Source: an optimization exercise on an open RTL-to-GDS flow (aim: small area). Production flows keep margins and buffers that such runs may drop.
In this exercise RTL edits were held to simulation tests only and were not proved equivalent to the original.

## avst_pkt_gen
module avst_pkt_gen #(
  parameter int          DATA_WIDTH  = 512,
  parameter int          EMPTY_WIDTH = 6,
  parameter int          LEN_WIDTH   = 16,
  parameter logic [31:0] SEED        = 32'h2022_0001
) (
  input  logic                 clk,
  input  logic                 rst_n,
  input  logic                 start_i,
  input  logic [15:0]          cfg_num_pkts_i,
  input  logic [LEN_WIDTH-1:0] cfg_len_i,
  input  logic                 cfg_rand_len_i,
  input  logic [7:0]           cfg_gap_i,
  output logic [DATA_WIDTH-1:0]  src_data,
  output logic                   src_valid,
  input  logic                   src_ready,
  output logic                   src_sop,
  output logic                   src_eop,
  output logic [EMPTY_WIDTH-1:0] src_empty,
  output logic                 busy_o,
  output logic                 done_o,
  output logic [15:0]          pkt_count_o
);
Size in the first run: roughly 580 I/O pins.
==> module avst_pkt_gen, before the edit <==
module avst_pkt_gen #(
  parameter int          DATA_WIDTH  = 512,
  parameter int          EMPTY_WIDTH = 6,
  parameter int          LEN_WIDTH   = 16,
  parameter logic [31:0] SEED        = 32'h2022_0001
) (
  input  logic                 clk,
  input  logic                 rst_n,
  input  logic                 start_i,
  input  logic [15:0]          cfg_num_pkts_i,
  input  logic [LEN_WIDTH-1:0] cfg_len_i,
  input  logic                 cfg_rand_len_i,
  input  logic [7:0]           cfg_gap_i,
  output logic [DATA_WIDTH-1:0]  src_data,
  output logic                   src_valid,
  input  logic                   src_ready,
  output logic                   src_sop,
  output logic                   src_eop,
  output logic [EMPTY_WIDTH-1:0] src_empty,
  output logic                 busy_o,
  output logic                 done_o,
  output logic [15:0]          pkt_count_o
);
  localparam int BYTES = DATA_WIDTH / 8;
  localparam logic [31:0] LFSR_MASK = 32'h8020_0003;   
  logic        busy_q, valid_q, done_q;
  logic [31:0] lfsr_q;
  logic [15:0] num_pkts_q;
  logic [15:0] pkt_count_q;
  logic [15:0] len_q;        
  logic        rand_q;
  logic [7:0]  gap_q;
  logic [9:0]  cnt_q;        
  logic [5:0]  lastb_q;      
  logic [1:0]  base_q;       
  logic        sop_q;
  logic [7:0]  prem_q;       
  logic [15:0] len_d;
  logic [15:0] rem_d;        
  logic [5:0]  lastb_eff;    
  logic [15:0] m_d;          
  logic [15:0] pkt_inc_d;
  logic        cnt_zero, accept, load, last_pkt_d;
  logic [7:0]  urem_r0, urem_x;
  avst_pkt_gen_urem u_urem (.r0(urem_r0), .x(urem_x), .d(len_d), .r(rem_d));
  always_comb begin
    cnt_zero   = (cnt_q == '0);
    accept     = valid_q && src_ready;
    load       = busy_q && !valid_q && !done_q && cnt_zero;
    len_d      = busy_q ? len_q : {cfg_len_i[15:1], cfg_len_i[0] | (cfg_len_i == '0)};
    urem_r0    = load ? prem_q : 8'h00;
    urem_x     = load ? lfsr_q[7:0] : lfsr_q[15:8];
    m_d        = rand_q ? rem_d : len_q - 16'd1;
    lastb_eff  = lastb_q | {6{!cnt_zero}};
    pkt_inc_d  = pkt_count_q + 16'd1;
    last_pkt_d = (pkt_inc_d == num_pkts_q);
  end
  always_ff @(posedge clk or negedge rst_n) begin
    if (!rst_n) begin
      busy_q      <= 1'b0;
      valid_q     <= 1'b0;
      done_q      <= 1'b0;
      pkt_count_q <= '0;
      lfsr_q      <= SEED;
    end else begin
      if (!busy_q) begin
        if (start_i) begin
          busy_q      <= 1'b1;
          done_q      <= (cfg_num_pkts_i == '0);
          pkt_count_q <= '0;
        end
      end else if (done_q) begin
        busy_q <= 1'b0;
        done_q <= 1'b0;
      end else if (valid_q) begin
        if (accept && cnt_zero) begin
          valid_q     <= 1'b0;
          pkt_count_q <= pkt_inc_d;
          done_q      <= last_pkt_d;
        end
      end else if (cnt_zero) begin
        valid_q <= 1'b1;
        lfsr_q  <= {1'b0, lfsr_q[31:1]} ^ (lfsr_q[0] ? LFSR_MASK : 32'h0);
      end
    end
  end
  always_ff @(posedge clk) begin
    prem_q  <= rem_d[7:0];
    len_q   <= len_d;
    if (!busy_q) begin
      num_pkts_q <= cfg_num_pkts_i;
      rand_q     <= cfg_rand_len_i;
      gap_q      <= cfg_gap_i;
      cnt_q      <= '0;
    end else if (valid_q) begin
      if (accept) begin
        if (cnt_zero) begin
          cnt_q <= 10'(gap_q);
        end else begin
          cnt_q  <= cnt_q - 10'd1;
          base_q <= base_q + 2'd1;
          sop_q  <= 1'b0;
        end
      end
    end else if (!done_q) begin
      if (cnt_zero) begin
        cnt_q   <= m_d[15:6];
        lastb_q <= m_d[5:0];
        base_q  <= pkt_count_q[7:6];
        sop_q   <= 1'b1;
      end else begin
        cnt_q <= cnt_q - 10'd1;
      end
    end
  end
  logic [7:0] base8;
  assign base8 = {base_q, pkt_count_q[5:0]};
  always_comb begin
    for (int i = 0; i < BYTES; i++) begin
      src_data[DATA_WIDTH-1-8*i -: 8] =
          (6'(i) <= lastb_eff) ? base8 + 8'(i) : 8'h00;
    end
  end
  assign src_valid   = valid_q;
  assign src_sop     = sop_q;
  assign src_eop     = cnt_zero;
  assign src_empty   = ~lastb_eff;
  assign busy_o      = busy_q;
  assign done_o      = done_q;
  assign pkt_count_o = pkt_count_q;
endmodule
==> module avst_pkt_gen_urem, before the edit <==
module avst_pkt_gen_urem (
  input  logic [7:0]  r0,
  input  logic [7:0]  x,
  input  logic [15:0] d,
  output logic [15:0] r
);
  logic [16:0] rr, v, t, msk;
  logic        big;
  always_comb begin
    rr = 17'(r0);
    for (int j = 1; j <= 8; j++) begin
      msk = (17'd1 << (8 + j)) - 17'd1;
      v   = ((rr << 1) | 17'(x[8-j])) & msk;
      big = |(17'(d) & ~msk);
      t   = v + (17'(~d) & msk) + 17'd1;
      rr  = ((t[8+j] && !big) ? t : v) & msk;
    end
    r = rr[15:0];
  end
endmodule
clock: 28.0 ns
lec_check: 0
cap_margin: 20
core_margin: 2
core_utilization: 40
cts_buf_list: sky130_fd_sc_hd__clkbuf_8
gpl_timing_driven: 0
slew_margin: 20
synth_hierarchical: 1
standard.sh (not shown) runs the stock make flow with config.mk's settings and CLKGATE_MAP_FILE= SYNTH_SCRIPT=/design/flow/synth_recipe.tcl, a recipe that flattens the netlist after the stock synthesis.
==> flow/flow/run.sh <==
#!/bin/bash
# Own layout flow: the standard ORFS flow (standard.sh) with these changes:
#  - synthesis keeps the remainder array as its own module (SYNTH_HIERARCHICAL 1
#    in config.mk) and ABC maps it with flow/abc_speed.script (area mapping under
#    a delay target), and the rest of the design with flow/abc_area_top.script
#    (area mapping); see flow/abc_split.tcl. Yosys keeps its own adder mapping
#    (no Kogge-Stone $lcu map, no full/half adder cell extraction). Everything
#    before ABC, and so every register, is the standard synthesis's.
#  - the port buffers that global placement puts on every input and output are
#    sky130_fd_sc_hd__buf_1.
# Each tool writes its full log under orfs/logs; make's output is in standard_flow.log.
set -euo pipefail
here=$(pwd)
rm -rf "$here/orfs_scripts"
cp -r "$FLOW_HOME/scripts" "$here/orfs_scripts"
cp "$here/flow/abc_speed.script" "$here/flow/abc_area_top.script" "$here/flow/abc_split.tcl" "$here/orfs_scripts/"
grep -q '^  log_cmd abc {\*}\$abc_args$' "$here/orfs_scripts/synth.tcl"
sed -i 's|^  log_cmd abc {\*}\$abc_args$|  source $::env(SCRIPTS_DIR)/abc_split.tcl|' "$here/orfs_scripts/synth.tcl"
export SCRIPTS_DIR="$here/orfs_scripts"
export BUFFER_PORTS_ARGS="-buffer_cell sky130_fd_sc_hd__buf_1"
export SYNTH_OPERATIONS_ARGS="-nofsm"
export ADDER_MAP_FILE=""
bash standard.sh finish > standard_flow.log 2>&1
==> flow/flow/abc_area_top.script <==
strash
 &get -n
 &fraig -x
 &put
 scorr
 dc2
 strash
 dch -f
 amap
 topo
 buffer -c
 upsize -D 17000
 dnsize -D 17000
==> flow/flow/abc_speed.script <==
strash
 &get -n
 &fraig -x
 &put
 scorr
 dc2
 strash
 dch -f
 map -D 17000
 topo
 buffer -c
 upsize -D 17000
 dnsize -D 17000
==> flow/flow/abc_split.tcl <==
# Own flow: ABC maps the remainder array (module avst_pkt_gen_urem, kept apart by
# SYNTH_HIERARCHICAL 1) with a delay target (abc_speed.script), then the rest of
# the design for area (abc_area_top.script). Registers were mapped before this.
set abc_rest [lrange $abc_args 2 end]
log_cmd abc -script $::env(SCRIPTS_DIR)/abc_speed.script {*}$abc_rest avst_pkt_gen_urem
log_cmd abc -script $::env(SCRIPTS_DIR)/abc_area_top.script {*}$abc_rest
Rerun with:
--- a/flow/design.v
+++ b/flow/design.v
@@ -37,21 +37,27 @@
   logic [7:0]  prem_q;       
   logic [15:0] len_d;
   logic [15:0] rem_d;        
   logic [5:0]  lastb_eff;    
-  logic [15:0] m_d;          
+  logic [15:0] lenm1_d;      
+  logic [9:0]  cnt_nl_d;     
   logic [15:0] pkt_inc_d;
   logic        cnt_zero, accept, load, last_pkt_d;
   logic [7:0]  urem_r0, urem_x;
-  avst_pkt_gen_urem u_urem (.r0(urem_r0), .x(urem_x), .d(len_d), .r(rem_d));
+  avst_pkt_gen_urem u_urem (.r0(urem_r0), .x(urem_x), .d(len_d), .nosub(load && !rand_q),
+                            .r(rem_d));
   always_comb begin
     cnt_zero   = (cnt_q == '0);
     accept     = valid_q && src_ready;
     load       = busy_q && !valid_q && !done_q && cnt_zero;
     len_d      = busy_q ? len_q : {cfg_len_i[15:1], cfg_len_i[0] | (cfg_len_i == '0)};
-    urem_r0    = load ? prem_q : 8'h00;
-    urem_x     = load ? lfsr_q[7:0] : lfsr_q[15:8];
-    m_d        = rand_q ? rem_d : len_q - 16'd1;
+    lenm1_d    = len_q - 16'd1;
+    urem_r0    = !load ? 8'h00        : rand_q ? prem_q      : lenm1_d[15:8];
+    urem_x     = !load ? lfsr_q[15:8] : rand_q ? lfsr_q[7:0] : lenm1_d[7:0];
+    if (!busy_q)                  cnt_nl_d = '0;
+    else if (valid_q && !accept)  cnt_nl_d = cnt_q;
+    else if (valid_q && cnt_zero) cnt_nl_d = 10'(gap_q);
+    else                          cnt_nl_d = cnt_q - 10'd1;
     lastb_eff  = lastb_q | {6{!cnt_zero}};
     pkt_inc_d  = pkt_count_q + 16'd1;
     last_pkt_d = (pkt_inc_d == num_pkts_q);
   end
@@ -86,32 +92,21 @@
   end
   always_ff @(posedge clk) begin
     prem_q  <= rem_d[7:0];
     len_q   <= len_d;
+    cnt_q   <= load ? rem_d[15:6] : cnt_nl_d;
     if (!busy_q) begin
       num_pkts_q <= cfg_num_pkts_i;
       rand_q     <= cfg_rand_len_i;
       gap_q      <= cfg_gap_i;
-      cnt_q      <= '0;
-    end else if (valid_q) begin
-      if (accept) begin
-        if (cnt_zero) begin
-          cnt_q <= 10'(gap_q);
-        end else begin
-          cnt_q  <= cnt_q - 10'd1;
-          base_q <= base_q + 2'd1;
-          sop_q  <= 1'b0;
-        end
-      end
-    end else if (!done_q) begin
-      if (cnt_zero) begin
-        cnt_q   <= m_d[15:6];
-        lastb_q <= m_d[5:0];
-        base_q  <= pkt_count_q[7:6];
-        sop_q   <= 1'b1;
-      end else begin
-        cnt_q <= cnt_q - 10'd1;
-      end
+    end
+    if (load) begin
+      lastb_q <= rem_d[5:0];
+      base_q  <= pkt_count_q[7:6];
+      sop_q   <= 1'b1;
+    end else if (accept && !cnt_zero) begin
+      base_q  <= base_q + 2'd1;
+      sop_q   <= 1'b0;
     end
   end
   logic [7:0] base8;
   assign base8 = {base_q, pkt_count_q[5:0]};
@@ -132,8 +127,9 @@
 module avst_pkt_gen_urem (
   input  logic [7:0]  r0,
   input  logic [7:0]  x,
   input  logic [15:0] d,
+  input  logic        nosub,
   output logic [15:0] r
 );
   logic [16:0] rr, v, t, msk;
   logic        big;
@@ -141,9 +137,9 @@
     rr = 17'(r0);
     for (int j = 1; j <= 8; j++) begin
       msk = (17'd1 << (8 + j)) - 17'd1;
       v   = ((rr << 1) | 17'(x[8-j])) & msk;
-      big = |(17'(d) & ~msk);
+      big = (|(17'(d) & ~msk)) | nosub;
       t   = v + (17'(~d) & msk) + 17'd1;
       rr  = ((t[8+j] && !big) ? t : v) & msk;
     end
     r = rr[15:0];
Outcome:
- routed wire length went down by 2.9%
- global-route usage went down by 1.4 points
- die area went down by 0.35%
- final cell count went down by 0.95%
- via count barely changes
- core utilization went down by 0.85 points

static timing again, ports no longer ideal:
How much do the figures lean on ideal ports? The routed layouts below were timed once more, with nothing changed but the port constraints. Step 1 sets driving cells, clkbuf_16 on the clock port and buf_2 on the other inputs (assumed; they add their load-dependent delay and slew). Step 2 also shifts input and output timing later by t, the mid clock arrival at the registers, as if the neighbouring blocks saw the same clock. Three values: ideal, step 1, step 2; two values: the first two.
run | shift t [ns] | setup slack, ns | worst setup path after step 2 | clock arrival spread, ns | worst register clock-pin slew, ns
the first run | 0.516 | 1.542 / 1.559 / 1.042 | input to register | 0.019 / 0.019 | 0.09 / 0.09
the second run | 0.506 | 1.524 / 1.551 / 1.045 | input to register | 0.025 / 0.025 | 0.10 / 0.10
After both steps setup and hold are still met in every run listed. The setup slack of the first run, which loses most, moves by +0.017 ns with the drivers and by -0.500 ns with both steps.
